What follows belongs to an exercise in optimizing a design on an open flow for small area, a short achievable clock period and few clock cycles per item; a production flow would make more cautious choices. At most, simulation tests tie the RTL to the original design; equivalence was not proved. No functional check of the RTL was part of runs 1 and 6 to 8. Power figures rest on the tool's default switching activity, not on a simulated workload. No driver is modelled on the clock port, so clocking that relies on it looks cheaper here than on a real chip.

## config.mk

```make
export PLATFORM = sky130hd
export DESIGN_NAME = byte_memory_ctrl
export DESIGN_NICKNAME = byte_memory_ctrl
export VERILOG_FILES = /design/flow/design.v
export SDC_FILE = /design/flow/constraint.sdc
export NUM_CORES = 4
export LEC_CHECK = 0
export CAP_MARGIN = 20
export CORE_MARGIN = 2
export CORE_UTILIZATION = 50
export CTS_CLUSTER_DIAMETER = 60
export CTS_CLUSTER_SIZE = 30
export GPL_ROUTABILITY_DRIVEN = 1
export PLACE_DENSITY = 0.65
export SLEW_MARGIN = 20
```

## constraint.sdc

```tcl
create_clock -name core_clock -period 10.0 [get_ports {clk}]
set_input_delay 2.0000 -clock core_clock [delete_from_list [all_inputs] [get_ports {clk}]]
set_output_delay 2.0000 -clock core_clock [all_outputs]
set_load 0.01 [all_outputs]
```

## design.v

```verilog
module byte_memory_ctrl #(
    parameter int    DEPTH     = 64,
    parameter int    ADDR_W    = 32,
    parameter int    LATENCY   = 1
) (
    input  logic              clk,
    input  logic              rst_n,
    input  logic              req_valid,
    output logic              req_ready,
    input  logic              req_write,
    input  logic [1:0]        req_size,
    input  logic              req_unsigned,
    input  logic [ADDR_W-1:0] req_addr,
    input  logic [31:0]       req_wdata,
    output logic              resp_valid,
    output logic              resp_err,
    output logic [31:0]       resp_rdata
);
    localparam int IDX_W = $clog2(DEPTH);
    localparam int ROWS  = DEPTH / 4;
    localparam int ROW_W = IDX_W - 2;
    logic        w_err;
    logic [1:0]  w_off;
    logic [3:0]  w_lane_we;      
    logic [31:0] w_lane_data;
    assign w_err = (req_size == 2'b11) ||
                   ((req_size == 2'b01) && req_addr[0]) ||
                   ((req_size == 2'b10) && (req_addr[1:0] != 2'b00)) ||
                   (|req_addr[ADDR_W-1:IDX_W]);
    assign w_off = req_addr[1:0];
    always_comb begin
        w_lane_we   = 4'b0000;
        w_lane_data = {4{req_wdata[7:0]}};
        case (req_size)
            2'b00: w_lane_we = 4'b1000 >> w_off;
            2'b01: begin
                w_lane_we   = w_off[1] ? 4'b0011 : 4'b1100;
                w_lane_data = {2{req_wdata[15:0]}};
            end
            default: begin
                w_lane_we   = 4'b1111;
                w_lane_data = req_wdata;
            end
        endcase
        if (!(rst_n && req_valid && req_write && !w_err)) w_lane_we = 4'b0000;
    end
    logic              s1_valid;
    logic              s1_err;
    logic [3:0]        s1_lwe;
    logic [ROW_W-1:0]  s1_row;
    logic [1:0]        s1_off;
    logic [31:0]       s1_ldata;
    logic              s1_word;      
    logic              s1_half;      
    logic              s1_sgn;       
    logic              s1_zero;      
    always_ff @(posedge clk) begin
        s1_valid <= rst_n & req_valid;
        s1_err   <= w_err;
        s1_lwe   <= w_lane_we;
        s1_row   <= req_addr[IDX_W-1:2];
        s1_off   <= w_off;
        s1_ldata <= w_lane_data;
        s1_word  <= req_size[1];
        s1_half  <= req_size == 2'b01;
        s1_sgn   <= ~req_unsigned & ~req_size[1];
        s1_zero  <= w_err | req_write;
    end
    assign req_ready = 1'b1;
    logic [31:0] r_mem [ROWS];       
    logic [ROWS-1:0] w_row_hot;
    always_comb begin
        w_row_hot = '0;
        w_row_hot[s1_row] = 1'b1;
    end
    always_ff @(posedge clk) begin
        for (int r = 0; r < ROWS; r++) begin
            for (int l = 0; l < 4; l++) begin
                if (w_row_hot[r] && s1_lwe[3-l])
                    r_mem[r][31-8*l -: 8] <= s1_ldata[31-8*l -: 8];
            end
        end
    end
    logic [31:0] w_word;
    logic [7:0]  w_b0, w_b1;
    logic        w_fill;
    logic [31:0] w_load;
    assign w_word = r_mem[s1_row];
    always_comb begin
        case (s1_off)
            2'b00:   w_b0 = w_word[31:24];
            2'b01:   w_b0 = w_word[23:16];
            2'b10:   w_b0 = w_word[15:8];
            default: w_b0 = w_word[7:0];
        endcase
        w_b1 = s1_off[1] ? w_word[7:0] : w_word[23:16];
    end
    always_comb begin
        w_fill = s1_sgn & w_b0[7];
        if (s1_word)      w_load = w_word;
        else if (s1_half) w_load = {{16{w_fill}}, w_b0, w_b1};
        else              w_load = {{24{w_fill}}, w_b0};
    end
    logic        r_resp_valid;
    logic        r_resp_err;
    logic [31:0] r_resp_rdata;
    always_ff @(posedge clk) begin
        r_resp_valid <= rst_n & s1_valid;
        r_resp_err   <= s1_err;
        r_resp_rdata <= s1_zero ? 32'd0 : w_load;
    end
    assign resp_valid = r_resp_valid;
    assign resp_err   = r_resp_err;
    assign resp_rdata = r_resp_rdata;
endmodule
```

## flow/run.sh

```bash
#!/bin/bash
# Standard ORFS layout (the standard.sh), with a tighter timing-repair
# target and small port buffers. Clock period and constraints are unchanged.
export SETUP_SLACK_MARGIN=7
export BUFFER_PORTS_ARGS="-buffer_cell sky130_fd_sc_hd__buf_1"
cp standard.sh standard_sh_copy.txt
bash standard.sh > standard.log 2>&1
```

## standard.sh

```bash
#!/bin/bash
# synth_recipe.tcl (not shown) runs the flow's synth.tcl, then flattens the netlist and writes it again
# the make line also repeats each setting of config.mk as NAME=value (left out here)
make -C /OpenROAD-flow-scripts/flow DESIGN_CONFIG=/design/flow/config.mk WORK_HOME=/design/flow/orfs CLKGATE_MAP_FILE= SYNTH_SCRIPT=/design/flow/synth_recipe.tcl "${@:-finish}"
```

==> summary.txt, run 1 <==
outcome finished clean; register-to-register setup slack 6.90 ns; #FFs+latches synth 594; Tightest Hold Check Type flop to flop; initial cell density of the core 50.8%; H-tree Lvls 2; final net count 1731; core box area 45600 um^2; # hold bufs at CTS 0; layout cells sized above 1 18.4%; Top Metal Used met4; Avg Cell Area, Syn 15.1 um^2; footprint of the multi-input gates 5910 um^2; RSZ-0062 raised after global routing true; worst path arrival time 3.53 ns; initial antenna violation count 5; I/O Buffers 104; clock power share 36.7%; Die Area 48000 um^2; Max Cap Viol 0; Register Area 17100 um^2; Clock Skews 0.0312 ns; Yosys cell types 70; Area Overhead vs Synth 16.3%; total of warnings raised by yosys 2; CTS Buf Count 39; sequential fraction of design power 55.6%; Crit. End Element flop; most frequent cells in the layout 512 x edfxtp_1, 74 x nand2_1, 68 x buf_1, 67 x nor2_1, 61 x dfxtp_1; met2 WL 32200 um; switching power 1240 uW; dpl hpwl 42100 um; pin count of the biggest net entering global routing 56; post-detailed-routing wire length 72600 um; Final Cycle Share 31.0%; Detail Route met3 WL 9500 um; vias 15300; Setup violations, final 0; max_slew headroom 36.2%; RePlAce Congestion 0.910; cell taking the most area after synthesis edfxtp_1; Crit Path Max Fanout 40; first-pass GRT wire length 101000 um; drt first pass iters 6; Max clock buf depth 3; EDFF count, synth 512; die height 219 um; Main synth FF type edfxtp_1; Syn Inst Count 1533; num rows 78; total power 4970 uW; f_max 322 MHz; n_diodes 0; area share of the largest cell type after synthesis 66.4%; pins over their slew limit 0; vias in the first global route 14200; synth top area cells edfxtp_1 66%, dfxtp_1 7.1%, mux2i_1 2.3%; DRC Markers 0; power per cell area 185 nW/um^2; syn_nets 1608; post-synthesis sequential area ratio 73.5%; Root Driver clkbuf_16; DR vias/cell 6.70; Comb pwr share 7.6%; minimum clock period 3.10 ns; WL/cell 31.8 um; Die W 219 um; WS Path Type flop to flop; Layout fillers 3456; switching fraction of total power 25.0%; Post-synth ARST share 0%; peak supply drop 0.160 mV; grt total ovfl 0; CTS Sinks 594; internal cell power 3730 uW; Fin. Hold Viols 0; setup_tns 0 ns; design area 26900 um^2; Leakage 0.00902 uW; Req. time, crit path 10.43 ns; Tot GR Track Use 29.7%; met1 WL 27700 um; worst-skew pair later-pin latency 0.61 ns; Worst-Margin Slew 0.956 ns; initial DRC count 2764; DP Area 24000 um^2; IO Pins 106; most common cell after layout, fill and taps aside edfxtp_1; Mapped Area 23200 um^2; startpoint types flop; Post-DRT Antenna Nets 0; CTS clk-pin slew, worst paths 0.09 ns; CTS tree done
what timing repair did:
action | CTS | global route
pin swaps | 4 | 10
gates resized for setup | 127 | 63
buffers inserted | 29 | 31
cloned | 6 | 3
endpoints found under the setup margin | 584 | 137
registers in the layout, indices dropped and copies added, names as in the netlist:
name          flops
r_mem           512
r_resp_rdata     32
s1_ldata         32
s1_lwe            4
s1_row            4
s1_off            2
r_resp_err        1
r_resp_valid      1
s1_err            1
s1_half           1
s1_sgn            1
s1_valid          1
s1_word           1
s1_zero           1
area by class of cell:
| type | count | share of cell area [%] |
|---|---|---|
| well taps | 600 | 2.79 |
| repair buffers | 192 | 6.34 |
| multi-input cells | 814 | 21.9 |
| clock buffers | 45 | 3.90 |
| clock inverters | 26 | 1.46 |
| inverters | 15 | 0.237 |
| flip-flops and latches | 594 | 63.3 |
routing by layer:
layer / track usage, % / vias to the layer above
li1: - / 6336
met1: 41.4 / 7626
met2: 44.6 / 1177
met3: 7.35 / 182
met4: 13.0 / 0
met5: 0 / -
cells by family (layout without fill, tap and decap cells):
logic type               Yosys count  after routing  synth area share (%)
AND/OR/NAND/NOR                  328            328                  7.23
adder cells (fa/ha/maj)            4              4                 0.216
flip-flops                       594            594                  73.5
buffers and inverters            125            278                  2.57
XOR/XNOR                           1              1                0.0378
other                              1              1                0.0162
AO/OA/AOI/OAI                    395            395                  12.4
multiplexers                      85             85                  4.04
synthesized netlist by cell type, types with 15 or more instances:
| cell | count |
|---|---|
| mux2i_1 | 53 |
| nor3_1 | 16 |
| a21oi_1 | 57 |
| nor2_1 | 68 |
| inv_1 | 15 |
| mux2_2 | 28 |
| edfxtp_1 | 512 |
| and3_1 | 43 |
| a22o_1 | 16 |
| a211oi_1 | 21 |
| and2_1 | 36 |
| nand2_1 | 78 |
| a221oi_1 | 23 |
| dfxtp_1 | 82 |
| a31oi_1 | 21 |
| a22oi_1 | 57 |
| buf_4 | 16 |
| o21ai_0 | 58 |
| clkbuf_1 | 47 |
| buf_2 | 34 |
| a222oi_1 | 19 |
| nand3_1 | 27 |
| o22ai_1 | 22 |
critical path: stages (launching register included):
cell	delay, ns
dfxtp_4	0.41
ha_2	0.30
buf_12	0.25
nor3b_4	0.39
a22oi_2	0.12
nand4_1	0.21
o22a_1	0.29
mux4_2	0.35
a31oi_4	0.14
a2111oi_0	0.45
power by group through the flow:
stage | logic (uW) | registers, uW | clock network (uW)
after floorplan | 175 | 2790 | 0
after global placement | 279 | 2820 | 0
after detailed placement | 280 | 2830 | 0
after CTS | 336 | 2760 | 1840
after global routing | 391 | 2770 | 1920
final | 379 | 2770 | 1830
per-stage QoR:
step                      setup WS, ns  cells  hold slack [ns]  util (%)
after floorplan                   7.01   1533            0.310         -
final                             6.90   2286            0.333      59.1
after CTS                         6.91   2252            0.343      57.8
after global placement            5.77   2146            0.313      52.6
after global routing              6.87   2286            0.339      59.1
after detailed placement          5.62   2146            0.321      52.6
final timing paths:
| kind | endpoint | cells past startpoint | startpoint |
|---|---|---|---|
| worst max-delay path | r_resp_rdata[10]$_SDFF_PP0_ | 9 | s1_row[1]$_DFF_P_ |
| worst min-delay path | r_resp_err$_DFF_P_ | 0 | s1_err$_DFF_P_ |
| worst max register to register | r_resp_rdata[10]$_SDFF_PP0_ | 9 | s1_row[1]$_DFF_P_ |
| worst min register to register | r_resp_err$_DFF_P_ | 0 | s1_err$_DFF_P_ |
==> run 2, diff against run 1 <==
--- a/design.v
+++ b/design.v
@@ -82,22 +82,36 @@
         end
     end
-    logic [31:0] w_word;
+    logic              s2_valid;
+    logic              s2_err;
+    logic [31:0]       s2_word;      
+    logic [1:0]        s2_off;
+    logic              s2_word_ld;
+    logic              s2_half;
+    logic              s2_sgn;
+    always_ff @(posedge clk) begin
+        s2_valid   <= rst_n & s1_valid;
+        s2_err     <= s1_err;
+        s2_word    <= s1_zero ? 32'd0 : r_mem[s1_row];
+        s2_off     <= s1_off;
+        s2_word_ld <= s1_word;
+        s2_half    <= s1_half;
+        s2_sgn     <= s1_sgn;
+    end
     logic [7:0]  w_b0, w_b1;
     logic        w_fill;
     logic [31:0] w_load;
-    assign w_word = r_mem[s1_row];
     always_comb begin
-        case (s1_off)
-            2'b00:   w_b0 = w_word[31:24];
-            2'b01:   w_b0 = w_word[23:16];
-            2'b10:   w_b0 = w_word[15:8];
-            default: w_b0 = w_word[7:0];
+        case (s2_off)
+            2'b00:   w_b0 = s2_word[31:24];
+            2'b01:   w_b0 = s2_word[23:16];
+            2'b10:   w_b0 = s2_word[15:8];
+            default: w_b0 = s2_word[7:0];
         endcase
-        w_b1 = s1_off[1] ? w_word[7:0] : w_word[23:16];
+        w_b1 = s2_off[1] ? s2_word[7:0] : s2_word[23:16];
     end
     always_comb begin
-        w_fill = s1_sgn & w_b0[7];
-        if (s1_word)      w_load = w_word;
-        else if (s1_half) w_load = {{16{w_fill}}, w_b0, w_b1};
+        w_fill = s2_sgn & w_b0[7];
+        if (s2_word_ld)   w_load = s2_word;
+        else if (s2_half) w_load = {{16{w_fill}}, w_b0, w_b1};
         else              w_load = {{24{w_fill}}, w_b0};
     end
@@ -106,7 +120,7 @@
     logic [31:0] r_resp_rdata;
     always_ff @(posedge clk) begin
-        r_resp_valid <= rst_n & s1_valid;
-        r_resp_err   <= s1_err;
-        r_resp_rdata <= s1_zero ? 32'd0 : w_load;
+        r_resp_valid <= rst_n & s2_valid;
+        r_resp_err   <= s2_err;
+        r_resp_rdata <= w_load;
     end
     assign resp_valid = r_resp_valid;
--- a/config.mk
+++ b/config.mk
@@ -10,5 +10,5 @@
 export CORE_UTILIZATION = 50
 export CTS_CLUSTER_DIAMETER = 60
-export CTS_CLUSTER_SIZE = 30
+export CTS_CLUSTER_SIZE = 36
 export GPL_ROUTABILITY_DRIVEN = 1
 export PLACE_DENSITY = 0.65
==> run 2 against run 1 <==
Effect of this change: critical path depth down 8; synthesized area is 3.3% higher; worst hold slack improved by 0.0098 ns; via count decreased by 4.1%; first-iteration DRC count is 16% lower; sequential share of layout area increased by 4.1 points; die area grew 3.2%; cell count shrank 1.6%; final area is 1.9% lower; clock power is 5% lower.
==> summary.txt, run 2 <==
DR vias/cell 6.53; Tot GR Track Use 27.1%; initial cell density of the core 50.4%; power per cell area 187 nW/um^2; Main synth FF type edfxtp_1; Max Cap Viol 0; Final Cycle Share 30.3%; setup_tns 0 ns; Top delay family on crit path flip-flops; initial antenna violation count 4; CTS Buf Count 37; post-detailed-routing wire length 67900 um; Setup violations, final 0; slowest CP cell dfxtp_2; minimum clock period 3.03 ns; Crit. End Element output port; Register Area 17800 um^2; CTS Sinks 633; Post-synth ARST share 0%; Die W 223 um; first-pass GRT wire length 97700 um; Finished Core Util 55.7%; Crit Path Max Fanout 1; f_max 330 MHz; grt total ovfl 0; DP Area 24700 um^2; worst path arrival time 1.03 ns; RePlAce Congestion 0.881; Crit. Startpoint r_resp_rdata[10]$_DFF_P_; synth top area cells edfxtp_1 64%, dfxtp_1 10%, a22oi_1 2.6%; Cells after DPL 2170; CTS tree done; num rows 80; die height 223 um; syn_nets 1627; final net count 1680; Clock Skews 0.0236 ns; Layout fillers 3733; core box area 47400 um^2; Avg Cell Area, Syn 15.4 um^2; Tightest Hold Check Type flop to flop; Leakage 0.00859 uW; max_slew headroom 33.9%; I/O Buffers 104; register-to-register setup slack 7.02 ns; worst r2r src s1_row[3]$_DFF_P_; CTS clk-pin slew, worst paths 0.09 ns; Crit path depth 1; R2R depth 4; Fin. Hold Viols 0; RSZ-0062 raised after global routing true; initial DRC count 2317; Post-DRT Antenna Nets 0; post-synthesis sequential area ratio 74.4%; WL/cell 30.2 um; max incr delay on CP 0.33 ns; Max clock buf depth 3; IO Pins 106; #FFs+latches synth 633; worst-skew pair later-pin latency 0.60 ns; area share of the largest cell type after synthesis 64.3%; outcome finished clean; cell taking the most area after synthesis edfxtp_1; most frequent cells in the layout 512 x edfxtp_1, 111 x dfxtp_1, 98 x nand2_1, 84 x a22oi_1, 70 x buf_1; DRC Markers 0; count leader, synth edfxtp_1; footprint of the multi-input gates 5700 um^2; largest reg by FF count r_mem; R2R Path End r_mem[8][20]$_DFFE_PP_; vias 14700; Syn Inst Count 1551; total of warnings raised by yosys 2; WP buf/inv 1; WS Path Type flop to output port; EDFF count, synth 512; final cell count without fillers 2250; Yosys cell types 64; Die Area 49600 um^2; worst setup path endpoint resp_rdata[10]; vias in the first global route 14200; design area 26400 um^2; cell breakdown of the critical path buf_6; max reg flops 512; dpl hpwl 41700 um; startpoint types flop; pins over their slew limit 0; Worst-Margin Slew 0.992 ns; drt first pass iters 6; H-tree Lvls 2; pin count of the biggest net entering global routing 67; layout cells sized above 1 14.6%; Area Overhead vs Synth 10.4%; peak supply drop 0.107 mV; most common cell after layout, fill and taps aside edfxtp_1; Root Driver clkbuf_16; Mapped Area 23900 um^2; top post-synthesis cells by count 512 x edfxtp_1, 121 x dfxtp_1, 98 x nand2_1, 84 x a22oi_1, 59 x a21oi_1; Req. time, crit path 8.00 ns
[run 2: changes by cell type in the layout (fill, tap and decap cells not counted), moves of 20 or more]
cell | before | now
buf_4 | 52 | 11
a22oi_1 | 54 | 84
nand2_1 | 74 | 98
dfxtp_1 | 61 | 111
and2_1 | 30 | 10
and2_2 | 5 | 38
[run 2: report_power, final]
part	total (uW)	switching [uW]	internal [uW]
Sequential	2940	71.9	2870
Combinational	257	169	88.8
Clock	1730	916	811
[run 2: logic make-up (layout without fill, tap and decap cells)]
group           after synthesis  in the layout  synth area share (%)
mux                          69             69                  3.63
flops                       633            633                  74.4
fa+ha+maj                     5              5                 0.262
xor+xnor                      2              2                0.0733
other cells                   1              3                0.0157
buf+inv                     127            208                  2.60
simple gates                319            320                  6.71
compound gates              395            395                  12.3
[run 2: what timing repair did]
action,4_1_cts,5_1_grt
setup endpoints to repair,577,342
pin swaps,2,2
hold buffers,0,0
gates cloned,1,0
endpoints found under the hold margin,0,0
gates resized for setup,80,36
setup buffers,7,2
[run 2: through the flow]
step	worst slack (ns)	power, uW	hold WS, ns
after CTS	6.94	4930	0.348
after floorplan	6.97	3110	0.310
after global placement	6.22	3230	0.314
final	6.97	4930	0.343
after detailed placement	6.06	3230	0.319
after global routing	6.94	5030	0.356
[run 2: area by class of cell]
class,instances,area share [%]
clock inverter,25,0.976
tap,615,2.91
multi-input combinational,792,21.6
timing repair buffer,129,2.98
clock buffer,43,3.91
inverter,11,0.156
sequential,633,67.5
antenna,2,0.0190
[run 2: metal layers]
layer | up-vias | track usage (%) | wire [um]
met3 | 138 | 5.16 | 7640
met4 | 2 | 10.5 | 2330
met5 | - | 0 | 14
met1 | 7297 | 38.9 | 27200
li1 | 6239 | - | -
met2 | 1014 | 41.3 | 30800
[run 2: worst min-delay path by stage]
| stage | from | depth (start not counted) | endpoint | slack (ns) |
|---|---|---|---|---|
| 3_5_place_dp | s2_err$_DFF_P_ | 0 | r_resp_err$_DFF_P_ | 0.32 |
| 6_report | s1_err$_DFF_P_ | 0 | s2_err$_DFF_P_ | 0.34 |
| 3_3_place_gp | s1_err$_DFF_P_ | 0 | s2_err$_DFF_P_ | 0.31 |
| 5_1_grt | s1_err$_DFF_P_ | 0 | s2_err$_DFF_P_ | 0.36 |
| 4_1_cts | s1_err$_DFF_P_ | 0 | s2_err$_DFF_P_ | 0.35 |
| 2_1_floorplan | s2_err$_DFF_P_ | 0 | r_resp_err$_DFF_P_ | 0.31 |
Testbench counts of run 2, summed over its fixed seeds: cycles 16,024, items 16,000.
==> run 3, diff against run 2 <==
==> flow/run.sh (replaced) <==
#!/bin/bash
# Standard ORFS layout (the standard.sh), with a tighter timing-repair
# target and small port buffers. Clock period and constraints are unchanged.
export SETUP_SLACK_MARGIN=7.3
export BUFFER_PORTS_ARGS="-buffer_cell sky130_fd_sc_hd__buf_1"
cp standard.sh standard_sh_copy.txt
bash standard.sh > standard.log 2>&1
--- a/config.mk
+++ b/config.mk
@@ -10,5 +10,5 @@
 export CORE_UTILIZATION = 50
 export CTS_CLUSTER_DIAMETER = 60
-export CTS_CLUSTER_SIZE = 36
+export CTS_CLUSTER_SIZE = 30
 export GPL_ROUTABILITY_DRIVEN = 1
 export PLACE_DENSITY = 0.65
==> run 3 against run 2 <==
Effect of this change: clock skew fell by 0.0083 ns; setup slack improved by 0.0042 ns; first-iteration DRC count fell by 9.7%; critical path depth did not move; largest power group unchanged; final area rose by 1.1%; largest cell class unchanged; cell count rose by 0.31%; sequential power barely moved; maximum frequency rose by 0.14%; die area did not move; count of clock-buffer cells in the layout fell by 1; synthesized cell count did not move.
==> summary.txt, run 3 <==
Placement Setup Slack 6.49 ns; max incr delay on CP 0.32 ns; DRC Markers 0; CTS tree done; H-tree Lvls 2; Max Cap Viol 0; Comb pwr share 5.2%; top post-synthesis cells by count 512 x edfxtp_1, 121 x dfxtp_1, 98 x nand2_1, 84 x a22oi_1, 59 x a21oi_1; syn_nets 1627; max reg flops 512; most common cell after layout, fill and taps aside edfxtp_1; most frequent cells in the layout 512 x edfxtp_1, 112 x dfxtp_1, 98 x nand2_1, 84 x a22oi_1, 68 x buf_1; Clock Skews 0.0153 ns; Hold Path Stages 0; pins over their slew limit 0; Post-synth ARST share 0%; CTS Sinks 633; GR peak layer met2; Mapped Area 23900 um^2; setup_tns 0 ns; WP buf/inv 1; n_diodes 0; largest reg by FF count r_mem; num rows 80; Die W 223 um; Avg Cell Area, Syn 15.4 um^2; layout cells sized above 1 16.7%; Area Overhead vs Synth 11.6%; Top delay family on crit path flip-flops; first-pass GRT wire length 96300 um; post-detailed-routing wire length 68100 um; post-synthesis sequential area ratio 74.4%; switching power 1190 uW; Leakage 0.00870 uW; dpl hpwl 40100 um; worst hold margin 0.338 ns; startpoint types flop; I/O Buffers 104; vias 14600; grt total ovfl 0; WS Path Type flop to output port; sequential fraction of design power 58.5%; RePlAce Congestion 0.881; internal cell power 3820 uW; Yosys cell types 64; register-to-register setup slack 7.23 ns; pin count of the biggest net entering global routing 67; RSZ-0062 raised after global routing true; Max clock buf depth 3; drt first pass iters 8; die height 223 um; Root Driver clkbuf_16; slowest CP cell dfxtp_1; met2 Use GR 41.4%; worst hold path endpoint s2_err$_DFF_P_; initial antenna violation count 3; final net count 1688; worst path arrival time 1.02 ns; Setup violations, final 0; Final Cycle Share 30.2%; EDFF count, synth 512; Post-DRT Antenna Nets 0; total of warnings raised by yosys 2; GR Util met3 8.61%; worst r2r src s1_row[3]$_DFF_P_; Worst-Margin Slew 1.07 ns; Crit. End Element output port; grt met1 use 36.7%; power per cell area 188 nW/um^2; IO Pins 106; Tightest Hold Check Type flop to flop; max_slew headroom 28.6%; Main synth FF type edfxtp_1; #FFs+latches synth 633; core box area 47400 um^2; Fin. Hold Viols 0; switching fraction of total power 23.8%; R2R depth 5; Tot GR Track Use 27.0%; cell taking the most area after synthesis edfxtp_1; peak supply drop 0.107 mV; Syn Inst Count 1551; WL/cell 30.2 um; cell breakdown of the critical path buf_2; Crit Path Max Fanout 1; Req. time, crit path 8.00 ns; area share of the largest cell type after synthesis 64.3%; total power 5020 uW; Die Area 49600 um^2; synth top area cells edfxtp_1 64%, dfxtp_1 10%, a22oi_1 2.6%; design area 26700 um^2; f_max 331 MHz; R2R Path End r_mem[13][24]$_DFFE_PP_; worst-skew pair later-pin latency 0.59 ns; initial DRC count 2092; vias in the first global route 13900; DR vias/cell 6.48; initial cell density of the core 50.4%; DP Area 24800 um^2; clock power share 36.3%; CTS clk-pin slew, worst paths 0.09 ns; Layout fillers 3704; post-route worst setup slack 6.98 ns; outcome finished clean; CTS Buf Count 40; count leader, synth edfxtp_1; Min-Delay Startpoint s1_err$_DFF_P_; minimum clock period 3.02 ns
[run 3: cell counts after synthesis]
No cell type changed its count.
[run 3: what timing repair did]
item,4_1_cts,5_1_grt
cloned,0,0
endpoints found under the setup margin,582,381
resized for setup,108,38
pin swaps,4,6
hold buffers,0,0
setup buffers,10,5
[run 3: power groups by stage]
| stage | clock [uW] | combinational, uW | sequential (uW) |
|---|---|---|---|
| after floorplan | 0 | 158 | 2960 |
| after global routing | 1930 | 275 | 2940 |
| final | 1820 | 262 | 2930 |
| after CTS | 1830 | 252 | 2930 |
| after global placement | 0 | 229 | 2990 |
| after detailed placement | 0 | 231 | 2990 |
[run 3: final cells by class]
| class | instances | area [um^2] | share of cell area [%] |
|---|---|---|---|
| multi-input combinational | 791 | 5800 | 21.7 |
| sequential | 633 | 17800 | 66.7 |
| timing repair buffer | 135 | 878 | 3.29 |
| clock inverter | 30 | 365 | 1.37 |
| tap | 615 | 769 | 2.88 |
| inverter | 11 | 41.3 | 0.155 |
| clock buffer | 42 | 1030 | 3.86 |
[run 3: worst max path at each step]
stage | start | to | slack, ns | cells after the start
6_report | r_resp_rdata[12]$_DFF_P_ | resp_rdata[12] | 6.98 | 1
5_1_grt | r_resp_rdata[12]$_DFF_P_ | resp_rdata[12] | 6.94 | 1
4_1_cts | r_resp_err$_DFF_P_ | resp_err | 6.94 | 1
3_5_place_dp | s1_row[0]$_DFF_P_ | r_mem[15][20]$_DFFE_PP_ | 6.49 | 4
3_3_place_gp | s1_row[0]$_DFF_P_ | r_mem[15][20]$_DFFE_PP_ | 6.51 | 4
2_1_floorplan | req_addr[24] | s1_lwe[3]$_SDFF_PN0_ | 6.98 | 4
[run 3: cells by family after synthesis]
group                      after synthesis  synth area share [%]
buffers and inverters                  127                  2.60
DFF                                    633                  74.4
adders and majority gates                5                 0.262
xor gates and xnor gates                 2                0.0733
and+or+nand+nor                        319                  6.71
muxes                                   69                  3.63
AOI/OAI and AO/OA                      395                  12.3
other                                    1                0.0157
[run 3: layer usage]
| metal | vias to the layer above | wire [um] |
|---|---|---|
| li1 | 6257 | - |
| met1 | 7346 | 26100 |
| met2 | 904 | 31100 |
| met3 | 114 | 8810 |
| met4 | 4 | 2040 |
| met5 | - | 27 |
[run 3: stage by stage]
step	utilization [%]	std cells
after floorplan	-	1551
after global placement	52.2	2170
after global routing	56.3	2257
final	56.3	2257
after CTS	55.9	2252
after detailed placement	52.2	2170
==> run 4, diff against run 3 <==
==> flow/run.sh (replaced) <==
#!/bin/bash
# Standard ORFS layout (the standard.sh), with a tighter timing-repair
# target and small port buffers. Clock period and constraints are unchanged.
export SETUP_SLACK_MARGIN=7
export BUFFER_PORTS_ARGS="-buffer_cell sky130_fd_sc_hd__buf_1"
cp standard.sh standard_sh_copy.txt
bash standard.sh > standard.log 2>&1
==> run 4 against run 3 <==
Effect of this change: cell count down 0.31%; global-route usage rose by 0.083 points; via count is 0.44% higher; clock power decreased by 5%; die area did not move; maximum frequency decreased by 0.14%.
==> summary.txt, run 4 <==
outcome finished clean; Crit Path Max Fanout 1; layout cells sized above 1 14.6%; setup_tns 0 ns; num rows 80; Synth Area in XOR/XNOR 0.0733%; CTS Buf Count 37; Tot GR Track Use 27.1%; Syn Inst Count 1551; dpl hpwl 41700 um; post-synthesis sequential area ratio 74.4%; core box area 47400 um^2; final net count 1680; Avg Cell Area, Syn 15.4 um^2; Area Overhead vs Synth 10.4%; Post-synth ARST share 0%; worst hold margin 0.343 ns; vias 14700; total power 4930 uW; Finished Core Util 55.7%; post-detailed-routing wire length 67900 um; CTS clk-pin slew, worst paths 0.09 ns; initial antenna violation count 4; initial cell density of the core 50.4%; count leader, synth edfxtp_1; drt first pass iters 6; largest family of logic cells by synthesized area compound AO/OA/AOI/OAI gates; max reg flops 512; simple-gate share of the synthesized area 6.71%; most common cell after layout, fill and taps aside edfxtp_1; EDFF count, synth 512; Detail Route met3 WL 7640 um; Setup violations, final 0; Mapped Area 23900 um^2; met2 WL 30800 um; worst-skew pair later-pin latency 0.60 ns; vias in the first global route 14200; DR vias/cell 6.53; CTS Sinks 633; Worst-Margin Slew 0.992 ns; WP buf/inv 1; Top delay family on crit path flip-flops; #FFs+latches synth 633; syn_nets 1627; Final Cycle Share 30.3%; power per cell area 187 nW/um^2; # hold bufs at CTS 0; Fin. Hold Viols 0; DRC Markers 0; Post-DRT Antenna Nets 0; Die W 223 um; top post-synthesis cells by count 512 x edfxtp_1, 121 x dfxtp_1, 98 x nand2_1, 84 x a22oi_1, 59 x a21oi_1; Max Cap Viol 0; synth top area cells edfxtp_1 64%, dfxtp_1 10%, a22oi_1 2.6%; Req. time, crit path 8.00 ns; Crit. End Element output port; Top Metal Used met5; die height 223 um; area share of the largest cell type after synthesis 64.3%; cell breakdown of the critical path buf_6; Post-Synth Adder-Cell Area 0.262%; max_slew headroom 33.9%; Tightest Hold Check Type flop to flop; Layout fillers 3733; CTS tree done; pin count of the biggest net entering global routing 67; Leakage 0.00859 uW; cell taking the most area after synthesis edfxtp_1; pins over their slew limit 0; most frequent cells in the layout 512 x edfxtp_1, 111 x dfxtp_1, 98 x nand2_1, 84 x a22oi_1, 70 x buf_1; Compound-Gate Fraction of Synth Area 12.3%; startpoint types flop; Main synth FF type edfxtp_1; met1 WL 27200 um; f_max 330 MHz; first-pass GRT wire length 97700 um; Max clock buf depth 3; WL/cell 30.2 um; RSZ-0062 raised after global routing true; total of warnings raised by yosys 2; peak supply drop 0.107 mV; minimum clock period 3.03 ns; largest reg by FF count r_mem; slowest CP cell dfxtp_2; H-tree Lvls 2; initial DRC count 2317; Yosys cell types 64; RePlAce Congestion 0.881; max incr delay on CP 0.33 ns; mux contribution to synthesized area 3.63%; Clock Skews 0.0236 ns; WS Path Type flop to output port; Die Area 49600 um^2; Root Driver clkbuf_16; IO Pins 106; grt total ovfl 0; I/O Buffers 104; worst path arrival time 1.03 ns
-- run 4: path summary, 6_finish.rpt --
kind	from	end	slack, ns	cells after the start
setup / recovery	r_resp_rdata[10]$_DFF_P_	resp_rdata[10]	6.97	1
hold / removal	s1_err$_DFF_P_	s2_err$_DFF_P_	0.34	0
setup reg to reg	s1_row[3]$_DFF_P_	r_mem[8][20]$_DFFE_PP_	7.02	4
hold reg to reg	s1_err$_DFF_P_	s2_err$_DFF_P_	0.34	0
-- run 4: where the power goes --
group | switching (uW) | total, uW | internal, uW
registers | 71.9 | 2940 | 2870
clock network | 916 | 1730 | 811
logic | 169 | 257 | 88.8
-- run 4: worst register-to-register path, stage by stage (launching register included) --
cell and delay [ns]:
dfxtp_4 0.47, buf_4 0.38, nand2b_2 0.54, o22ai_1 0.58
and3_1 0.65
-- run 4: repair_timing --
action / CTS / global route
gates resized for setup: 80 / 36
cloned: 1 / 0
endpoints found under the hold margin: 0 / 0
endpoints found under the setup margin: 577 / 342
pin swaps: 2 / 2
setup buffers: 7 / 2
-- run 4: kinds of logic after synthesis --
kind of cell / count (synthesis)
xor+xnor: 2
fa+ha+maj: 5
compound gates: 395
buf+inv: 127
flops: 633
mux: 69
other cells: 1
simple gates: 319
-- run 4: cell type report --
| cell class | instances | area [um^2] | share of cell area [%] |
|---|---|---|---|
| repair buffers | 129 | 788 | 2.98 |
| diodes | 2 | 5.00 | 0.0190 |
| multi-input cells | 792 | 5700 | 21.6 |
| well taps | 615 | 769 | 2.91 |
| clock inverters | 25 | 258 | 0.976 |
| clock buffers | 43 | 1030 | 3.91 |
| inverters | 11 | 41.3 | 0.156 |
| flip-flops and latches | 633 | 17800 | 67.5 |
-- run 4: layer usage --
layer | GRT usage (%) | vias up
li1 | - | 6239
met1 | 38.9 | 7297
met2 | 41.3 | 1014
met3 | 5.16 | 138
met4 | 10.5 | 2
met5 | 0 | -
-- run 4: stage by stage --
step,setup WS [ns],instance area [um^2],instances
detailed placement,6.06,24700,2170
floorplan,6.97,23900,1551
global placement,6.22,24700,2170
global route,6.94,26400,2248
finish,6.97,26400,2250
CTS,6.94,26300,2246
==> run 5, diff against run 4 <==
--- a/config.mk
+++ b/config.mk
@@ -9,5 +9,5 @@
 export CORE_MARGIN = 2
 export CORE_UTILIZATION = 50
-export CTS_CLUSTER_DIAMETER = 60
+export CTS_CLUSTER_DIAMETER = 200
 export CTS_CLUSTER_SIZE = 30
 export GPL_ROUTABILITY_DRIVEN = 1
==> run 5 against run 4 <==
Effect of this change: synthesized cell count unchanged; maximum frequency down 0.68%; setup slack worse by 0.021 ns; via count down 0.67%; clock power down 27%; sequential share of layout area up 1.4 points; sequential power about the same; global-route usage down 0.27 points; cell count down 0.93%; critical path type unchanged; count of clock-buffer cells in the layout up 1; first-iteration DRC count down 8.4%; combinational power about the same.
==> summary.txt, run 5 <==
grt total ovfl 0; initial cell density of the core 50.4%; switching fraction of total power 22.7%; internal cell power 3450 uW; Main synth FF type edfxtp_1; Finished Core Util 54.6%; #FFs+latches synth 633; peak supply drop 0.141 mV; pins over their slew limit 0; IO Pins 106; final net count 1670; Mapped Area 23900 um^2; RePlAce Congestion 0.881; f_max 328 MHz; Worst-Margin Slew 1.01 ns; num rows 80; Yosys cell types 64; post-synthesis sequential area ratio 74.4%; Req. time, crit path 8.00 ns; Area Overhead vs Synth 8.25%; worst-skew pair later-pin latency 0.60 ns; die height 223 um; total of warnings raised by yosys 2; initial antenna violation count 4; slowest CP cell dfxtp_1; Die Area 49600 um^2; Crit Path Max Fanout 1; power per cell area 172 nW/um^2; setup_tns 0 ns; CTS clk-pin slew, worst paths 0.12 ns; CTS tree done; max incr delay on CP 0.33 ns; drt first pass iters 6; most frequent cells in the layout 512 x edfxtp_1, 110 x dfxtp_1, 98 x nand2_1, 84 x a22oi_1, 70 x buf_1; core box area 47400 um^2; I/O Buffers 104; H-tree Lvls 1; DRC Markers 0; area share of the largest cell type after synthesis 64.3%; Syn Inst Count 1551; synth top area cells edfxtp_1 64%, dfxtp_1 10%, a22oi_1 2.6%; Fin. Hold Viols 0; Die W 223 um; startpoint types flop; pin count of the biggest net entering global routing 67; max reg flops 512; cell breakdown of the critical path buf_2; Post-DRT Antenna Nets 0; Comb pwr share 5.8%; RSZ-0062 raised after global routing true; CTS Sinks 633; top post-synthesis cells by count 512 x edfxtp_1, 121 x dfxtp_1, 98 x nand2_1, 84 x a22oi_1, 59 x a21oi_1; Max Cap Viol 0; Hold Path Stages 0; outcome finished clean; Cells after DPL 2170; most common cell after layout, fill and taps aside edfxtp_1; clock power share 28.2%; Root Driver clkbuf_16; Tightest Hold Check Type flop to flop; Leakage 0.00831 uW; WS Path Type flop to output port; final cell count without fillers 2229; Top delay family on crit path flip-flops; CTS Buf Count 25; switching power 1010 uW; first-pass GRT wire length 97500 um; post-detailed-routing wire length 67800 um; Tot GR Track Use 26.8%; Post-synth ARST share 0%; Crit path depth 1; total power 4460 uW; max_slew headroom 33.0%; largest reg by FF count r_mem; Setup violations, final 0; syn_nets 1627; WL/cell 30.4 um; EDFF count, synth 512; dpl hpwl 41700 um; worst path arrival time 1.05 ns; DR vias/cell 6.55; R2R depth 4; Clock Skews 0.0517 ns; # hold bufs at CTS 0; count leader, synth edfxtp_1; minimum clock period 3.05 ns; vias in the first global route 14000; vias 14600; Crit. End Element output port; cell taking the most area after synthesis edfxtp_1; sequential fraction of design power 66.0%; Max clock buf depth 3; initial DRC count 2122; layout cells sized above 1 12.3%; Final Cycle Share 30.5%; Avg Cell Area, Syn 15.4 um^2; WP buf/inv 1
-- run 5: stage by stage --
stage | hold WS [ns] | area [um^2] | worst slack, ns
after global placement | 0.314 | 24700 | 6.22
after global routing | 0.359 | 25900 | 6.92
final | 0.346 | 25900 | 6.95
after CTS | 0.351 | 25700 | 6.93
after floorplan | 0.310 | 23900 | 6.97
after detailed placement | 0.319 | 24700 | 6.06
-- run 5: area by class of cell --
| type | instances | area (um^2) |
|---|---|---|
| fillers | 3771 | 21600 |
| flip-flops and latches | 633 | 17800 |
| multi-input cells | 792 | 5700 |
| repair buffers | 131 | 831 |
| well taps | 615 | 769 |
| clock buffers | 44 | 697 |
| inverters | 11 | 41.3 |
| clock inverters | 1 | 30.0 |
| diodes | 2 | 5.00 |
-- run 5: power by group through the flow --
| stage | Sequential (uW) | Combinational, uW | Clock, uW |
|---|---|---|---|
| 2_1_floorplan | 2960 | 155 | 0 |
| 3_3_place_gp | 3000 | 229 | 0 |
| 3_5_place_dp | 3000 | 230 | 0 |
| 4_1_cts | 2940 | 247 | 1270 |
| 5_1_grt | 2950 | 273 | 1350 |
| 6_report | 2940 | 259 | 1260 |
-- run 5: worst paths after layout --
check | start | end | slack [ns]
max | r_resp_rdata[8]$_DFF_P_ | resp_rdata[8] | 6.95
max reg2reg | s1_row[3]$_DFF_P_ | r_mem[8][22]$_DFFE_PP_ | 6.99
min reg2reg | s1_err$_DFF_P_ | s2_err$_DFF_P_ | 0.35
min | s1_err$_DFF_P_ | s2_err$_DFF_P_ | 0.35
-- run 5: layer usage --
| metal | vias up | share of wire [%] | global-route usage, % |
|---|---|---|---|
| met5 | - | 0.015 | 0 |
| met4 | 2 | 3.2 | 8.21 |
| met3 | 134 | 12 | 5.78 |
| met2 | 1019 | 45 | 41.3 |
| met1 | 7255 | 40 | 38.6 |
| li1 | 6182 | - | - |
-- run 5: cell families after synthesis --
| group | synth area share, % |
|---|---|
| compound gates | 12.3 |
| xor+xnor | 0.0733 |
| fa+ha+maj | 0.262 |
| buf+inv | 2.60 |
| flops | 74.4 |
| mux | 3.63 |
| other cells | 0.0157 |
| simple gates | 6.71 |
-- run 5: worst register-to-register path, delay by kind of cell (launching register included) --
| family | cells | cell delay (ns) |
|---|---|---|
| and+or+nand+nor | 2 | 1.21 |
| AOI/OAI and AO/OA | 1 | 0.57 |
| DFF | 1 | 0.48 |
| buffers and inverters | 1 | 0.38 |
-- run 5: what timing repair did --
item,in CTS,in global routing
setup endpoints to repair,578,444
gates resized for setup,77,37
buffers inserted,6,5
gates cloned,1,0
pin swaps,2,0
==> run 6, diff against run 5 <==
--- a/design.v
+++ b/design.v
@@ -89,8 +89,10 @@
     logic              s2_half;
     logic              s2_sgn;
+    logic              s2_zero;
     always_ff @(posedge clk) begin
         s2_valid   <= rst_n & s1_valid;
         s2_err     <= s1_err;
-        s2_word    <= s1_zero ? 32'd0 : r_mem[s1_row];
+        s2_word    <= r_mem[s1_row];
+        s2_zero    <= s1_zero;
         s2_off     <= s1_off;
         s2_word_ld <= s1_word;
@@ -122,5 +124,5 @@
         r_resp_valid <= rst_n & s2_valid;
         r_resp_err   <= s2_err;
-        r_resp_rdata <= w_load;
+        r_resp_rdata <= s2_zero ? 32'd0 : w_load;
     end
     assign resp_valid = r_resp_valid;
--- a/config.mk
+++ b/config.mk
@@ -9,5 +9,5 @@
 export CORE_MARGIN = 2
 export CORE_UTILIZATION = 50
-export CTS_CLUSTER_DIAMETER = 200
+export CTS_CLUSTER_DIAMETER = 60
 export CTS_CLUSTER_SIZE = 30
 export GPL_ROUTABILITY_DRIVEN = 1
==> run 6 against run 5 <==
Effect of this change: global-route usage increased by 1.4 points; final area increased by 2.1%; sequential cell count rose by 1; critical path depth is 4 higher; synthesized cell count is 0.19% higher; synthesized area is 0.26% lower; critical endpoint is now s2_word[23]$_DFF_P_.
==> summary.txt, run 6 <==
syn_nets 1630; Main synth FF type edfxtp_1; CTS Buf Count 37; Top delay family on crit path compound AO/OA/AOI/OAI gates; initial cell density of the core 50.3%; drt first pass iters 8; layout cells sized above 1 13.6%; cell breakdown of the critical path buf_8 -> inv_1 -> a221oi_1 -> o31ai_1 -> o32a_1; WL/cell 31.3 um; Root Driver clkbuf_16; Detail Route met3 WL 8250 um; cell taking the most area after synthesis edfxtp_1; Die Area 49500 um^2; Worst-Margin Slew 1.29 ns; Max clock buf depth 3; #FFs+latches synth 634; Placement Setup Slack 5.99 ns; worst-skew pair later-pin latency 0.59 ns; design area 26400 um^2; Top Metal Used met4; top post-synthesis cells by count 512 x edfxtp_1, 122 x dfxtp_1, 84 x a21oi_1, 78 x a22oi_1, 74 x nand2_1; grt total ovfl 0; IO Pins 106; post-detailed-routing wire length 70500 um; worst path arrival time 3.50 ns; slowest CP cell inv_1; DR vias/cell 6.67; Tightest Hold Check Type flop to flop; final net count 1685; first-pass GRT wire length 101000 um; power per cell area 192 nW/um^2; max reg flops 512; most frequent cells in the layout 512 x edfxtp_1, 108 x dfxtp_1, 82 x a21oi_1, 78 x a22oi_1, 74 x nand2_1; peak supply drop 0.0947 mV; Tot GR Track Use 28.2%; n_diodes 0; Avg Cell Area, Syn 15.3 um^2; core box area 47400 um^2; Clock Skews 0.0248 ns; minimum clock period 3.04 ns; initial antenna violation count 0; most common cell after layout, fill and taps aside edfxtp_1; Post-DRT Antenna Nets 0; Yosys cell types 64; vias in the first global route 14500; dpl hpwl 42900 um; total of warnings raised by yosys 2; vias 15000; max incr delay on CP 0.68 ns; met2 WL 31500 um; RSZ-0062 raised after global routing true; met1 WL 26900 um; RePlAce Congestion 0.902; f_max 329 MHz; Syn Inst Count 1554; pins over their slew limit 0; I/O Buffers 104; CTS tree done; pin count of the biggest net entering global routing 77; initial DRC count 2272; EDFF count, synth 512; area share of the largest cell type after synthesis 64.5%; count leader, synth edfxtp_1; max_slew headroom 14.0%; startpoint types flop; Req. time, crit path 10.47 ns; post-route worst setup slack 6.96 ns; Final Cycle Share 30.4%; H-tree Lvls 2; Leakage 0.00851 uW; Setup violations, final 0; synth top area cells edfxtp_1 64%, dfxtp_1 10%, a22oi_1 2.5%; num rows 80; largest reg by FF count r_mem; Crit. End Element flop; CTS clk-pin slew, worst paths 0.09 ns; DP Area 24700 um^2; DRC Markers 0; die height 222 um; Crit Path Max Fanout 58; Mapped Area 23900 um^2; CTS Sinks 634; post-synthesis sequential area ratio 74.7%; WS Path Type flop to flop; outcome finished clean; setup_tns 0 ns; Max Cap Viol 0; Fin. Hold Viols 0; Post-synth ARST share 0%; Area Overhead vs Synth 10.8%; Die W 222 um; WP buf/inv 2
## run 6: layout make-up
type	instances	area (um^2)
Inverter	19	75.1
Tap cell	615	769
Fill cell	3761	21000
Multi-Input combinational cell	788	5590
Sequential cell	634	17800
Clock inverter	25	322
Timing Repair Buffer	129	790
Clock buffer	43	1030
## run 6: worst register-to-register path, delay by kind of cell, from the launching register on
kind,cells,cell delay [ns]
flops,1,0.59
compound gates,3,1.22
buf+inv,2,1.12
## run 6: worst paths after layout
check,start,end,slack (ns),cells after the start
setup / recovery,s1_row[3]$_DFF_P_,s2_word[23]$_DFF_P_,6.96,5
hold / removal,s1_half$_DFF_P_,s2_half$_DFF_P_,0.33,0
setup reg to reg,s1_row[3]$_DFF_P_,s2_word[23]$_DFF_P_,6.96,5
hold reg to reg,s1_half$_DFF_P_,s2_half$_DFF_P_,0.33,0
## run 6: cells by family (layout without fill, tap and decap cells)
logic type / count (synthesis) / count (layout) / share of synthesized area [%]
flops: 634 / 634 / 74.7
compound gates: 418 / 419 / 12.7
simple gates: 299 / 299 / 6.29
buf+inv: 133 / 216 / 2.68
mux: 62 / 62 / 3.30
fa+ha+maj: 5 / 5 / 0.262
xor+xnor: 2 / 2 / 0.0735
other cells: 1 / 1 / 0.0157
## run 6: metrics by stage
stage               utilization, %  hold slack [ns]  std cells  total power [uW]
global placement              52.0            0.316       2174              3310
global route                  55.7            0.342       2253              5170
finish                        55.7            0.332       2253              5070
CTS                           55.5            0.333       2253              5060
floorplan                        -            0.310       1554              3160
detailed placement            52.0            0.312       2174              3320
## run 6: power by group
group / internal (uW) / leakage [uW] / total [uW] / switching (uW)
Sequential: 2890 / 0.00558 / 3000 / 107
Clock: 831 / 0.000657 / 1780 / 951
Combinational: 104 / 0.00227 / 290 / 186
Total: 3820 / 0.00851 / 5070 / 1240
## run 6: repair_timing
item,CTS,global route
endpoints found under the hold margin,0,0
setup endpoints to repair,578,274
gates resized for setup,65,26
pin swaps,2,2
gates cloned,1,0
hold buffers,0,0
setup buffers,10,0
## run 6: routing by layer
metal	vias to the layer above	track usage [%]
met5	-	0
met4	0	14.9
met3	187	6.11
met2	1103	42.1
met1	7480	39.1
li1	6267	-
==> run 7, diff against run 6 <==
==> flow/run.sh (replaced) <==
#!/bin/bash
# Standard ORFS layout (the standard.sh), with a tighter timing-repair
# target and small port buffers. Clock period and constraints are unchanged.
export SETUP_SLACK_MARGIN=7.3
export BUFFER_PORTS_ARGS="-buffer_cell sky130_fd_sc_hd__buf_1"
cp standard.sh standard_sh_copy.txt
bash standard.sh > standard.log 2>&1
==> run 7 against run 6 <==
Effect of this change: sequential power about the same; total power up 1.4%; critical path type is now flop to output port; clock skew down 0.0017 ns; via count down 0.27%; still clean on timing, DRC and antenna.
==> summary.txt, run 7 <==
Clock Skews 0.0231 ns; final cell count without fillers 2273; Die W 222 um; worst path arrival time 1.04 ns; n_diodes 0; initial DRC count 2468; num rows 80; synth top area cells edfxtp_1 64%, dfxtp_1 10%, a22oi_1 2.5%; most frequent cells in the layout 512 x edfxtp_1, 117 x dfxtp_1, 82 x a21oi_1, 78 x a22oi_1, 74 x nand2_1; Cells after DPL 2176; #FFs+latches synth 634; Tot GR Track Use 27.9%; DRC Markers 0; power per cell area 192 nW/um^2; H-tree Lvls 2; Final Cycle Share 30.4%; Yosys cell types 64; Req. time, crit path 8.00 ns; cell taking the most area after synthesis edfxtp_1; WP buf/inv 1; max_slew headroom 29.8%; Worst-Margin Slew 1.05 ns; # hold bufs at CTS 0; minimum clock period 3.04 ns; largest reg by FF count r_mem; initial antenna violation count 4; Mapped Area 23900 um^2; CTS clk-pin slew, worst paths 0.08 ns; post-detailed-routing wire length 69700 um; IO Pins 106; post-synthesis sequential area ratio 74.7%; pins over their slew limit 0; first-pass GRT wire length 99300 um; peak supply drop 0.142 mV; CTS Buf Count 39; Finished Core Util 56.5%; startpoint types flop; Post-synth ARST share 0%; layout cells sized above 1 17.0%; WL/cell 30.7 um; Main synth FF type edfxtp_1; area share of the largest cell type after synthesis 64.5%; core box area 47400 um^2; slowest CP cell dfxtp_2; vias 15000; final net count 1703; Leakage 0.00871 uW; initial cell density of the core 50.3%; DR vias/cell 6.60; syn_nets 1630; Max clock buf depth 3; Die Area 49500 um^2; Crit Path Max Fanout 1; max incr delay on CP 0.31 ns; drt first pass iters 5; Tightest Hold Check Type flop to flop; die height 222 um; Post-DRT Antenna Nets 0; total power 5140 uW; outcome finished clean; EDFF count, synth 512; Avg Cell Area, Syn 15.3 um^2; Fin. Hold Viols 0; WS Path Type flop to output port; RSZ-0062 raised after global routing true; pin count of the biggest net entering global routing 60; f_max 329 MHz; RePlAce Congestion 0.888; Top delay family on crit path flip-flops; grt total ovfl 0; setup_tns 0 ns; total of warnings raised by yosys 2; Setup violations, final 0; Layout fillers 3760; CTS Sinks 634; Area Overhead vs Synth 12.5%; Syn Inst Count 1554; vias in the first global route 14200; I/O Buffers 104; CTS tree done; cell breakdown of the critical path buf_2; most common cell after layout, fill and taps aside edfxtp_1; Crit. End Element output port; max reg flops 512; top post-synthesis cells by count 512 x edfxtp_1, 122 x dfxtp_1, 84 x a21oi_1, 78 x a22oi_1, 74 x nand2_1; worst-skew pair later-pin latency 0.61 ns; Root Driver clkbuf_16; Max Cap Viol 0; dpl hpwl 42500 um; count leader, synth edfxtp_1
## run 7: cell counts after synthesis
No cell type changed its count.
## run 7: per-layer routing
layer | part of all wire, % | track usage, % | vias to the layer above | wire, um
li1 | - | - | 6309 | -
met1 | 40 | 40.2 | 7543 | 27600
met2 | 46 | 42.6 | 1007 | 32200
met3 | 11 | 5.99 | 136 | 7860
met4 | 2.9 | 8.83 | 2 | 2050
met5 | 0.019 | 0 | - | 13
## run 7: layout make-up
cell class	count	area, um^2	share of cell area [%]
Inverter	19	78.8	0.294
Tap cell	615	769	2.87
Sequential cell	634	17800	66.5
Clock buffer	43	1020	3.81
Timing Repair Buffer	146	990	3.69
Multi-Input combinational cell	787	5750	21.4
Clock inverter	29	387	1.44
## run 7: final timing paths
check	from	endpoint	slack (ns)	depth (start not counted)
max reg2reg	s1_row[2]$_DFF_P_	r_mem[7][14]$_DFFE_PP_	7.36	5
max	r_resp_rdata[14]$_SDFF_PP0_	resp_rdata[14]	6.96	1
min reg2reg	s1_sgn$_DFF_P_	s2_sgn$_DFF_P_	0.33	0
min	s1_sgn$_DFF_P_	s2_sgn$_DFF_P_	0.33	0
## run 7: stage by stage
stage / cell area, um^2 / hold WS, ns / setup slack (ns)
after detailed placement: 24700 / 0.312 / 6.04
after global routing: 26800 / 0.335 / 6.93
after CTS: 26700 / 0.332 / 6.95
after floorplan: 24000 / 0.310 / 6.98
final: 26800 / 0.331 / 6.96
after global placement: 24700 / 0.313 / 6.11
## run 7: where the power goes
part	switching [uW]	internal [uW]	leakage (uW)	total [uW]
registers	93.2	2890	0.00557	2980
logic	196	117	0.00246	314
clock network	969	876	0.000682	1850
## run 7: timing repair
action,CTS,global route
gates resized for setup,115,18
buffers inserted,17,7
endpoints found under the hold margin,0,0
pin swaps,6,9
setup endpoints to repair,588,321
cloned,1,0
## run 7: cell families (layout without fill, tap and decap cells)
kind of cell,Yosys count,in the layout,share of synthesized area (%)
compound gates,418,418,12.7
xor+xnor,2,2,0.0735
fa+ha+maj,5,5,0.262
buf+inv,133,237,2.68
flops,634,634,74.7
mux,62,62,3.30
other cells,1,1,0.0157
simple gates,299,299,6.29
==> run 8, diff against run 7 <==
==> flow/run.sh (replaced) <==
#!/bin/bash
# Standard ORFS layout (the standard.sh), with a tighter timing-repair
# target and small port buffers. Clock period and constraints are unchanged.
export SETUP_SLACK_MARGIN=7
export BUFFER_PORTS_ARGS="-buffer_cell sky130_fd_sc_hd__buf_1"
cp standard.sh standard_sh_copy.txt
bash standard.sh > standard.log 2>&1
--- a/config.mk
+++ b/config.mk
@@ -9,5 +9,5 @@
 export CORE_MARGIN = 2
 export CORE_UTILIZATION = 50
-export CTS_CLUSTER_DIAMETER = 60
+export CTS_CLUSTER_DIAMETER = 200
 export CTS_CLUSTER_SIZE = 30
 export GPL_ROUTABILITY_DRIVEN = 1
==> run 8 against run 7 <==
Effect of this change: still clean; maximum frequency is 0.50% lower; clock power is 32% lower; count of clock-buffer cells in the layout rose by 1; sequential share of layout area increased by 2.6 points; critical path depth did not move; global-route usage increased by 0.16 points; combinational power is 7.0% lower; sequential power hardly changed; sequential cell count unchanged; critical path type unchanged; highest routed layer is now met4.
==> summary.txt, run 8 <==
Area Overhead vs Synth 8.33%; Req. time, crit path 8.00 ns; Tot GR Track Use 28.0%; core box area 47400 um^2; drt first pass iters 6; n_diodes 0; Die W 222 um; WP buf/inv 1; I/O Buffers 104; IO Pins 106; num rows 80; EDFF count, synth 512; Main synth FF type edfxtp_1; most common cell after layout, fill and taps aside edfxtp_1; startpoint types flop; CTS Buf Count 25; worst path arrival time 1.05 ns; DP Area 24700 um^2; Post-DRT Antenna Nets 0; post-route worst setup slack 6.95 ns; f_max 328 MHz; RePlAce Congestion 0.902; Top delay family on crit path flip-flops; power per cell area 176 nW/um^2; worst-skew pair later-pin latency 0.59 ns; pin count of the biggest net entering global routing 77; max incr delay on CP 0.33 ns; post-synthesis sequential area ratio 74.7%; Die Area 49500 um^2; first-pass GRT wire length 101000 um; footprint of the multi-input gates 5590 um^2; Mapped Area 23900 um^2; #FFs+latches synth 634; DR vias/cell 6.63; final net count 1676; Max Cap Viol 0; RSZ-0062 raised after global routing true; largest reg by FF count r_mem; slowest CP cell dfxtp_1; pins over their slew limit 0; Finished Core Util 54.5%; Tightest Hold Check Type flop to flop; H-tree Lvls 1; initial antenna violation count 1; total of warnings raised by yosys 2; WL/cell 31.6 um; peak supply drop 0.116 mV; Leakage 0.00821 uW; synth top area cells edfxtp_1 64%, dfxtp_1 10%, a22oi_1 2.5%; Crit Path Max Fanout 1; count leader, synth edfxtp_1; Root Driver clkbuf_16; max_slew headroom 15.9%; DRC Markers 0; Crit. End Element output port; Post-synth ARST share 0%; Yosys cell types 64; initial cell density of the core 50.3%; Avg Cell Area, Syn 15.3 um^2; Worst-Margin Slew 1.26 ns; design area 25800 um^2; initial DRC count 2467; layout cells sized above 1 11.6%; Register Area 17800 um^2; WS Path Type flop to output port; # hold bufs at CTS 0; Fin. Hold Viols 0; Max clock buf depth 3; CTS tree done; area share of the largest cell type after synthesis 64.5%; Placement Setup Slack 5.99 ns; syn_nets 1630; grt total ovfl 0; cell breakdown of the critical path buf_2; CTS Sinks 634; Final Cycle Share 30.5%; max reg flops 512; Layout fillers 3818; Syn Inst Count 1554; outcome finished clean; most frequent cells in the layout 512 x edfxtp_1, 106 x dfxtp_1, 82 x a21oi_1, 78 x a22oi_1, 74 x nand2_1; top post-synthesis cells by count 512 x edfxtp_1, 122 x dfxtp_1, 84 x a21oi_1, 78 x a22oi_1, 74 x nand2_1; cell taking the most area after synthesis edfxtp_1; post-detailed-routing wire length 70500 um; vias in the first global route 14400; minimum clock period 3.05 ns; dpl hpwl 42900 um; die height 222 um; Clock Skews 0.0370 ns; Setup violations, final 0; vias 14800; CTS clk-pin slew, worst paths 0.11 ns; setup_tns 0 ns
run 8: changes by cell type in the layout (fill, tap and decap cells not counted), moves of 6 or more:
cell and change:
and2_1 +27, and2_2 -26, buf_2 -10, buf_4 -6, buf_6 +11, clkbuf_1 +17, clkbuf_16 -15, dfxtp_1 -11
dfxtp_2 +11, inv_8 -6, mux2_2 +8, mux2_4 -8
run 8: kinds of logic (layout without fill, tap and decap cells):
group	Yosys count	after routing	share of synthesized area (%)
XOR/XNOR	2	2	0.0735
AND/OR/NAND/NOR	299	299	6.29
other	1	1	0.0157
buffers and inverters	133	196	2.68
AO/OA/AOI/OAI	418	419	12.7
flip-flops	634	634	74.7
adder cells (fa/ha/maj)	5	5	0.262
multiplexers	62	62	3.30
run 8: layer usage:
| layer | track usage (%) | share of wire, % | up-vias |
|---|---|---|---|
| li1 | - | - | 6218 |
| met1 | 39.4 | 37 | 7336 |
| met2 | 42.7 | 45 | 1097 |
| met3 | 5.00 | 12 | 159 |
| met4 | 13.6 | 5.3 | 0 |
| met5 | 0 | 0 | - |
run 8: worst paths after layout:
path	start	end	slack, ns	cells past startpoint
setup reg to reg	s1_row[3]$_DFF_P_	s2_word[23]$_DFF_P_	7.00	5
hold reg to reg	s1_sgn$_DFF_P_	s2_sgn$_DFF_P_	0.34	0
hold / removal	s1_sgn$_DFF_P_	s2_sgn$_DFF_P_	0.34	0
setup / recovery	r_resp_rdata[10]$_SDFF_PP0_	resp_rdata[10]	6.95	1
run 8: area by class of cell:
type                    instances  area share [%]
flip-flops and latches        634            69.1
clock buffers                  44            2.70
inverters                      19           0.291
repair buffers                132            3.22
well taps                     615            2.98
clock inverters                 1           0.116
multi-input cells             788            21.6
run 8: through the flow:
step	total power (uW)	hold slack, ns	instances
finish	4550	0.337	2233
global route	4650	0.349	2233
CTS	4530	0.338	2230
detailed placement	3320	0.312	2174
global placement	3310	0.316	2174
floorplan	3160	0.310	1554
run 8: power by group:
group          internal [uW]  switching (uW)
Clock                    487             774
Combinational            105             187
Sequential              2890             107
Total                   3480            1070
run 8: timing repair:
| action | in CTS | in global routing |
|---|---|---|
| resized for setup | 64 | 31 |
| setup endpoints to repair | 578 | 268 |
| pin swaps | 2 | 2 |
| hold endpoints to repair | 0 | 0 |
| cloned | 1 | 0 |
| buffers inserted | 10 | 3 |
==> run 9, diff against run 8 <==
--- a/design.v
+++ b/design.v
@@ -89,10 +89,8 @@
     logic              s2_half;
     logic              s2_sgn;
-    logic              s2_zero;
     always_ff @(posedge clk) begin
         s2_valid   <= rst_n & s1_valid;
         s2_err     <= s1_err;
-        s2_word    <= r_mem[s1_row];
-        s2_zero    <= s1_zero;
+        s2_word    <= s1_zero ? 32'd0 : r_mem[s1_row];
         s2_off     <= s1_off;
         s2_word_ld <= s1_word;
@@ -124,5 +122,5 @@
         r_resp_valid <= rst_n & s2_valid;
         r_resp_err   <= s2_err;
-        r_resp_rdata <= s2_zero ? 32'd0 : w_load;
+        r_resp_rdata <= w_load;
     end
     assign resp_valid = r_resp_valid;
==> flow/run.sh (replaced) <==
#!/bin/bash
# Standard ORFS layout (the standard.sh) with:
#  - a tighter timing-repair target (the clock period and constraints are unchanged),
#  - the smallest buffer on every port (repair upsizes the ones that need it),
#  - clock tree synthesis without dummy balancing loads.
export SETUP_SLACK_MARGIN=7
export BUFFER_PORTS_ARGS="-buffer_cell sky130_fd_sc_hd__buf_1"
export CTS_ARGS="-sink_clustering_enable -repair_clock_nets -sink_clustering_size 30 -sink_clustering_max_diameter 200 -dont_use_dummy_load"
bash standard.sh > standard.log 2>&1
==> run 9 against run 8 <==
Effect of this change: highest routed layer is now met5; sequential cell count down 1; still clean; non-clock buffer count unchanged; sequential power shrank 2%; first-iteration DRC count down 9.7%.
==> summary.txt, run 9 <==
area share of the largest cell type after synthesis 64.3%; drt first pass iters 6; Final Cycle Share 30.5%; Clock Skews 0.0842 ns; Finished Core Util 54.4%; syn_nets 1627; Tot GR Track Use 26.8%; top post-synthesis cells by count 512 x edfxtp_1, 121 x dfxtp_1, 98 x nand2_1, 84 x a22oi_1, 59 x a21oi_1; WS Path Type flop to output port; RePlAce Congestion 0.881; Post-synth ARST share 0%; Main synth FF type edfxtp_1; layout cells sized above 1 12.5%; most common cell after layout, fill and taps aside edfxtp_1; outcome finished clean; peak supply drop 0.138 mV; post-synthesis sequential area ratio 74.4%; worst hold margin 0.346 ns; Min-Delay Startpoint s1_err$_DFF_P_; max_slew headroom 33.2%; DR vias/cell 6.57; WL/cell 30.6 um; Crit. Startpoint r_resp_rdata[8]$_DFF_P_; Req. time, crit path 8.00 ns; CTS clk-pin slew, worst paths 0.11 ns; Area Overhead vs Synth 7.85%; vias in the first global route 14000; worst r2r src s1_row[3]$_DFF_P_; worst path arrival time 1.05 ns; CTS Buf Count 25; Tightest Hold Check Type flop to flop; EDFF count, synth 512; pins over their slew limit 0; Mapped Area 23900 um^2; R2R depth 4; initial DRC count 2227; total of warnings raised by yosys 2; Cells after DPL 2170; Post-DRT Antenna Nets 0; CTS tree done; Fin. Hold Viols 0; worst hold path endpoint s2_err$_DFF_P_; num rows 80; Setup violations, final 0; largest reg by FF count r_mem; final cell count without fillers 2210; most frequent cells in the layout 512 x edfxtp_1, 110 x dfxtp_1, 98 x nand2_1, 84 x a22oi_1, 70 x buf_1; dpl hpwl 41700 um; cell taking the most area after synthesis edfxtp_1; slowest CP cell dfxtp_1; WP buf/inv 1; max incr delay on CP 0.33 ns; Hold Path Stages 0; Max clock buf depth 3; Crit. End Element output port; Top delay family on crit path flip-flops; H-tree Lvls 1; final net count 1671; setup_tns 0 ns; Root Driver clkbuf_16; Avg Cell Area, Syn 15.4 um^2; IO Pins 106; grt total ovfl 0; vias 14500; first-pass GRT wire length 97300 um; count leader, synth edfxtp_1; die height 223 um; Yosys cell types 64; R2R Path End r_mem[8][20]$_DFFE_PP_; Die Area 49600 um^2; minimum clock period 3.05 ns; power per cell area 170 nW/um^2; cell breakdown of the critical path buf_2; #FFs+latches synth 633; Die W 223 um; register-to-register setup slack 7.00 ns; post-detailed-routing wire length 67600 um; RSZ-0062 raised after global routing true; core box area 47400 um^2; startpoint types flop; Leakage 0.00829 uW; I/O Buffers 104; worst-skew pair later-pin latency 0.60 ns; Max Cap Viol 0; DRC Markers 0; Worst-Margin Slew 1.00 ns; initial antenna violation count 4; max reg flops 512; synth top area cells edfxtp_1 64%, dfxtp_1 10%, a22oi_1 2.6%; initial cell density of the core 50.4%; CTS Sinks 633; Syn Inst Count 1551; f_max 328 MHz; pin count of the biggest net entering global routing 67; Crit Path Max Fanout 1; # hold bufs at CTS 0
-- run 9: area by class of cell --
class,count,area [um^2]
Multi-Input combinational cell,792,5700
Fill cell,3773,21700
Timing Repair Buffer,132,838
Antenna cell,2,5.00
Tap cell,615,769
Sequential cell,633,17800
Clock buffer,25,626
Inverter,11,41.3
-- run 9: per-stage QoR --
step           power, uW  setup WS (ns)  cell area [um^2]
2_1_floorplan       3110           6.97             23900
3_3_place_gp        3230           6.22             24700
3_5_place_dp        3230           6.06             24700
4_1_cts             4390           6.94             25600
5_1_grt             4500           6.92             25800
6_report            4400           6.95             25800
-- run 9: cells by family (layout without fill, tap and decap cells) --
group | after synthesis | count (layout) | synth area share (%)
compound gates | 395 | 395 | 12.3
xor+xnor | 2 | 2 | 0.0733
fa+ha+maj | 5 | 5 | 0.262
buf+inv | 127 | 168 | 2.60
flops | 633 | 633 | 74.4
mux | 69 | 69 | 3.63
other cells | 1 | 3 | 0.0157
simple gates | 319 | 320 | 6.71
-- run 9: repair_timing --
item                                    in CTS  in global routing
pin swaps                                    2                  0
buffers inserted                             6                  6
hold endpoints to repair                     0                  0
gates resized for setup                     78                 36
gates cloned                                 1                  0
endpoints found under the setup margin     578                431
-- run 9: worst max path at each step --
stage	end	depth (start not counted)	slack, ns
2_1_floorplan	s1_lwe[3]$_SDFF_PN0_	4	6.97
3_3_place_gp	r_mem[15][24]$_DFFE_PP_	6	6.22
3_5_place_dp	r_mem[15][0]$_DFFE_PP_	6	6.06
4_1_cts	resp_rdata[25]	1	6.94
5_1_grt	resp_rdata[22]	1	6.92
6_report	resp_rdata[8]	1	6.95
-- run 9: metal layers --
layer,vias up,GRT usage (%),routed length [um]
li1,6177,-,-
met1,7222,38.7,26800
met2,978,41.3,30700
met3,136,5.62,8010
met4,2,8.05,2100
met5,-,0,10
-- run 9: power by group --
| group | internal [uW] | switching (uW) | leakage (uW) | total (uW) |
|---|---|---|---|---|
| Clock | 451 | 742 | 0.000308 | 1190 |
| Sequential | 2870 | 71.6 | 0.00556 | 2940 |
| Combinational | 91.0 | 169 | 0.00242 | 260 |
Testbench counts of run 9, summed over its fixed seeds: cycles 16,024, items 16,000.

what the ideal ports hide:
Ports are ideal in the flow. The routed layouts listed here were re-timed in OpenROAD.
Step 1: set_driving_cell puts a clkbuf_16 on clk and a buf_2 on each other input, an assumption about the parent block.
Step 2 moves the port delays by t, midway between the first and last clock arrival at a register: inputs arrive t later, outputs are due t later. That takes back most of the time a late clock gives input paths.
Three values: ideal ports, drivers, drivers and shift; two values: the first two.
| run | t (ns) | setup slack, ns | worst setup path after step 2 | worst slew at a driven data input, ns | cell pins on the clock port's net |
|---|---|---|---|---|---|
| run 1 | 0.647 | 6.898 / 6.888 / 6.433 | input to register | 0.04 | 1 |
| run 2 | 0.645 | 6.971 / 6.912 / 6.539 | input to register | 0.13 | 1 |
| run 3 | 0.638 | 6.975 / 6.918 / 6.736 | input to register | 0.13 | 1 |
| run 4 | 0.645 | 6.971 / 6.912 / 6.539 | input to register | 0.13 | 1 |
| run 5 | 0.632 | 6.950 / 6.893 / 6.580 | input to register | 0.14 | 1 |
| run 6 | 0.631 | 6.960 / 6.918 / 6.580 | input to register | 0.06 | 1 |
| run 7 | 0.653 | 6.964 / 6.906 / 6.634 | input to register | 0.04 | 1 |
| run 8 | 0.638 | 6.948 / 6.891 / 6.629 | input to register | 0.06 | 1 |
| run 9 | 0.615 | 6.954 / 6.897 / 6.557 | input to register | 0.14 | 1 |
After both steps every run listed still meets setup and hold. For run 1, which loses most, drivers alone change the setup slack by -0.010 ns; drivers and shift together by -0.465 ns.
